From an optimization exercise on the open Yosys and OpenROAD flow, aimed at small area, a short achievable clock period and few clock cycles; shortcuts taken in it are not production practice. Only simulation tests tie the RTL to the original design; equivalence was not proved.

==> module cpu_multiciclo, before the edit <==
module cpu_multiciclo #(
  parameter int DATA_W = 32,
  parameter int ADDR_W = 8
) (
  input  logic              clock,
  input  logic              reset,
  output logic              mem_en,
  output logic              mem_we,
  output logic [ADDR_W-1:0] mem_addr,
  output logic [DATA_W-1:0] mem_wdata,
  input  logic [DATA_W-1:0] mem_rdata,
  input  logic              mem_ready,
  output logic              halted,
  output logic [ADDR_W-1:0] pc_out,
  output logic [31:0]       instret,
  input  logic [3:0]        dbg_raddr,
  output logic [DATA_W-1:0] dbg_rdata
);
  localparam logic [3:0] OP_ADD  = 4'h0;
  localparam logic [3:0] OP_SUB  = 4'h1;
  localparam logic [3:0] OP_AND  = 4'h2;
  localparam logic [3:0] OP_OR   = 4'h3;
  localparam logic [3:0] OP_XOR  = 4'h4;
  localparam logic [3:0] OP_NOT  = 4'h5;
  localparam logic [3:0] OP_SHL  = 4'h6;
  localparam logic [3:0] OP_SHR  = 4'h7;
  localparam logic [3:0] OP_SAR  = 4'h8;
  localparam logic [3:0] OP_MUL  = 4'h9;
  localparam logic [3:0] OP_ADDI = 4'hA;
  localparam logic [3:0] OP_LW   = 4'hB;
  localparam logic [3:0] OP_SW   = 4'hC;
  localparam logic [3:0] OP_BEQ  = 4'hD;
  localparam logic [3:0] OP_JMP  = 4'hE;
  localparam logic [3:0] OP_HALT = 4'hF;
  logic [3:0]  op;
  logic [3:0]  rd;
  logic [15:0] imm;
  logic [31:0] a_r;        
  logic [31:0] b_r;        
  logic        irv_r;      
  logic [7:0]  pc_r;       
  logic        mst_r;      
  logic [63:0] mr_r;       
  logic [31:0] regs_r [1:15];
  logic [15:1] rv_r;       
  logic [31:0] simm;
  logic        sub;
  logic [31:0] opb;
  logic [32:0] sum_x;
  logic [31:0] sum;
  assign simm  = {{16{imm[15]}}, imm};
  assign sub   = (op == OP_SUB);
  assign opb   = (op == OP_ADDI) ? simm : (sub ? ~b_r : b_r);
  assign sum_x = {a_r, 1'b1} + {opb, sub};
  assign sum   = sum_x[32:1];
  logic        left;
  logic [31:0] sh_in, sh_out, shl_out;
  logic        fill;
  logic [32:0] sh_x;
  assign left = (op == OP_SHL);
  always_comb begin
    for (int i = 0; i < 32; i++) begin
      sh_in[i] = left ? a_r[31-i] : a_r[i];
    end
  end
  assign fill   = (op == OP_SAR) && a_r[31];
  assign sh_x   = $signed({fill, sh_in}) >>> b_r[4:0];
  assign sh_out = sh_x[31:0];
  always_comb begin
    for (int i = 0; i < 32; i++) begin
      shl_out[i] = sh_out[31-i];
    end
  end
  logic [63:0] csa_r;
  logic [31:0] mul_p;
  cpu_mul_csa u_mul (.a(a_r), .b(b_r), .r(csa_r));
  assign mul_p = mr_r[31:0] + mr_r[63:32];
  logic [31:0] res;
  always_comb begin
    case (op)
      OP_ADD, OP_SUB, OP_ADDI: res = sum;
      OP_AND:  res = a_r & b_r;
      OP_OR:   res = a_r | b_r;
      OP_XOR:  res = a_r ^ b_r;
      OP_NOT:  res = ~a_r;
      OP_SHL:  res = shl_out;
      OP_SHR, OP_SAR: res = sh_out;
      default: res = mul_p;
    endcase
  end
  logic [7:0] pc1, pct, ea, seq_addr;
  logic       is_mem, is_exec, taken;
  assign pc1     = pc_r + 8'd1;
  assign pct     = pc1 + imm[7:0];
  assign taken   = irv_r && (op == OP_BEQ) && (a_r == b_r);
  assign ea      = a_r[7:0] + imm[7:0];
  assign is_mem  = (op == OP_LW) || (op == OP_SW);
  assign is_exec = !is_mem && !((op == OP_MUL) && !mst_r);
  logic fetching;
  assign fetching = !halted && (!irv_r || is_exec);
  always_comb begin
    mem_en   = !halted && (!irv_r || is_mem || is_exec);
    mem_we   = !halted && irv_r && (op == OP_SW);
    if (!irv_r) begin
      seq_addr = pc_r;
    end else if (is_mem) begin
      seq_addr = ea;
    end else if (op == OP_JMP) begin
      seq_addr = imm[7:0];
    end else begin
      seq_addr = pc1;
    end
    mem_addr = taken ? pct : seq_addr;
  end
  assign mem_wdata = b_r;
  assign pc_out    = pc_r;
  logic        wex;
  logic        wen;
  logic [31:0] wd;
  assign wex = !halted && irv_r && (op <= OP_MUL || op == OP_ADDI) && (rd != 4'd0) && is_exec;
  assign wen = wex || (!halted && irv_r && (op == OP_LW) && (rd != 4'd0) && mem_ready);
  assign wd  = (op == OP_LW) ? mem_rdata : res;
  logic [3:0]  fa, fb;
  logic [31:0] ra_s, rb_s, d_s;
  assign fa = mem_rdata[23:20];
  assign fb = mem_rdata[19:16];
  always_comb begin
    ra_s = 32'd0;
    rb_s = 32'd0;
    d_s  = 32'd0;
    for (int i = 1; i < 16; i++) begin
      ra_s = ra_s | ({32{(fa == 4'(i)) && rv_r[i]}} & regs_r[i]);
      rb_s = rb_s | ({32{(fb == 4'(i)) && rv_r[i]}} & regs_r[i]);
      d_s  = d_s  | ({32{(dbg_raddr == 4'(i)) && rv_r[i]}} & regs_r[i]);
    end
  end
  assign dbg_rdata = d_s;
  always_ff @(posedge clock) begin
    for (int i = 1; i < 16; i++) begin
      if (wen && (rd == 4'(i))) begin
        regs_r[i] <= wd;
      end
    end
  end
  always_ff @(posedge clock or posedge reset) begin
    if (reset) begin
      rv_r <= '0;
    end else begin
      for (int i = 1; i < 16; i++) begin
        if (wen && (rd == 4'(i))) begin
          rv_r[i] <= 1'b1;
        end
      end
    end
  end
  always_ff @(posedge clock) begin
    if (fetching && mem_ready) begin
      op  <= mem_rdata[31:28];
      rd  <= mem_rdata[27:24];
      imm <= mem_rdata[15:0];
      a_r <= (wex && (rd == fa)) ? res : ra_s;
      b_r <= (wex && (rd == fb)) ? res : rb_s;
    end
  end
  always_ff @(posedge clock) begin
    mr_r <= csa_r;
  end
  logic f_halt;
  assign f_halt = fetching && mem_ready && (mem_rdata[31:28] == OP_HALT);
  always_ff @(posedge clock or posedge reset) begin
    if (reset) begin
      irv_r   <= 1'b0;
      pc_r    <= 8'd0;
      mst_r   <= 1'b0;
      halted  <= 1'b0;
      instret <= 32'd0;
    end else if (!halted) begin
      if (f_halt) begin
        halted <= 1'b1;
      end
      if (!irv_r) begin
        irv_r <= mem_ready;
        if (f_halt) begin
          instret <= instret + 32'd1;
        end
      end else if (is_mem) begin
        if (mem_ready) begin
          pc_r    <= pc1;
          irv_r   <= 1'b0;
          instret <= instret + 32'd1;
        end
      end else if (!is_exec) begin
        mst_r <= 1'b1;
      end else begin
        mst_r   <= 1'b0;
        pc_r    <= mem_addr;
        instret <= instret + (f_halt ? 32'd2 : 32'd1);
        irv_r   <= mem_ready;
      end
    end
  end
endmodule
clock: 10.0 ns
lec_check: 0
cap_margin: 30
core_margin: 2
core_utilization: 55
cts_cluster_diameter: 80
cts_cluster_size: 20
setup_slack_margin: 4
slew_margin: 30
tns_end_percent: 100
standard.sh (not shown) runs the stock make flow with config.mk's settings and CLKGATE_MAP_FILE= SYNTH_SCRIPT=/design/flow/synth_recipe.tcl, a recipe that flattens the netlist after the stock synthesis.
==> flow/flow/run.sh <==
#!/bin/bash
# Standard synthesis, then the standard layout with the ports buffered by
# buf_4 cells (the default port buffer is a slow delay cell).
set -euo pipefail
bash standard.sh synth > synth.log 2>&1
bash standard.sh "BUFFER_PORTS_ARGS=-buffer_cell sky130_fd_sc_hd__buf_4" finish > layout.log 2>&1
The starting point produced a clean layout.
Testbench counts at the start, summed over its fixed seeds: cycles 16,497.
Then changed:
--- a/flow/design.v
+++ b/flow/design.v
@@ -89,9 +89,10 @@
     endcase
   end
-  logic [7:0] pc1, pct, ea, seq_addr;
+  logic [7:0] pc1, pct, npc, ea;
   logic       is_mem, is_exec, taken;
   assign pc1     = pc_r + 8'd1;
   assign pct     = pc1 + imm[7:0];
-  assign taken   = irv_r && (op == OP_BEQ) && (a_r == b_r);
+  assign taken   = (op == OP_BEQ) && (a_r == b_r);
+  assign npc     = (op == OP_JMP) ? imm[7:0] : (taken ? pct : pc1);
   assign ea      = a_r[7:0] + imm[7:0];
   assign is_mem  = (op == OP_LW) || (op == OP_SW);
@@ -100,16 +101,19 @@
   assign fetching = !halted && (!irv_r || is_exec);
   always_comb begin
-    mem_en   = !halted && (!irv_r || is_mem || is_exec);
-    mem_we   = !halted && irv_r && (op == OP_SW);
-    if (!irv_r) begin
-      seq_addr = pc_r;
-    end else if (is_mem) begin
-      seq_addr = ea;
-    end else if (op == OP_JMP) begin
-      seq_addr = imm[7:0];
-    end else begin
-      seq_addr = pc1;
+    mem_en   = 1'b0;
+    mem_we   = 1'b0;
+    mem_addr = pc_r;
+    if (!halted) begin
+      if (!irv_r) begin
+        mem_en = 1'b1;
+      end else if (is_mem) begin
+        mem_en   = 1'b1;
+        mem_we   = (op == OP_SW);
+        mem_addr = ea;
+      end else if (is_exec) begin
+        mem_en   = 1'b1;
+        mem_addr = npc;
+      end
     end
-    mem_addr = taken ? pct : seq_addr;
   end
   assign mem_wdata = b_r;
@@ -194,5 +198,5 @@
       end else begin
         mst_r   <= 1'b0;
-        pc_r    <= mem_addr;
+        pc_r    <= npc;
         instret <= instret + (f_halt ? 32'd2 : 32'd1);
         irv_r   <= mem_ready;
Outcome:
- cell area increases by 3.0%
- global-route usage increases by 1.3 points
- fmax decreases by 0.92%
- routed wire length increases by 3.8%
- die area increases by 0.69%
- critical path depth decreases by 1
- setup slack loses 56 ps
Testbench counts after the change, summed over its fixed seeds: cycles 16,497.

-- re-timing with driven ports --
The results above use ideal ports. As a check the final layouts listed here were re-extracted and re-timed, cells and wires unchanged.
Step 1 (the two cells are an assumption about what drives the block):
set clk [get_ports {clock}]
set_driving_cell -lib_cell sky130_fd_sc_hd__clkbuf_16 $clk
set_driving_cell -lib_cell sky130_fd_sc_hd__buf_2 [delete_from_list [all_inputs] $clk]
Step 2 times the ports against the registers' clock, not the clock port: input delays grow and output delays shrink by t, the midpoint of the rising clock arrivals with the driver on.
a / b / c = ideal ports / drivers / drivers and shift; a / b = the first two.
run	t, ns	setup slack, ns	hold WS [ns]
the first run	0.766	3.967 / 3.942 / 3.942	0.490 / 0.490 / 0.490
the second run	0.774	3.911 / 3.879 / 3.879	0.478 / 0.478 / 0.478
After both steps every run listed still meets setup and hold. For the second run, which loses most, drivers alone change the setup slack by -0.032 ns; drivers and shift together by -0.032 ns.
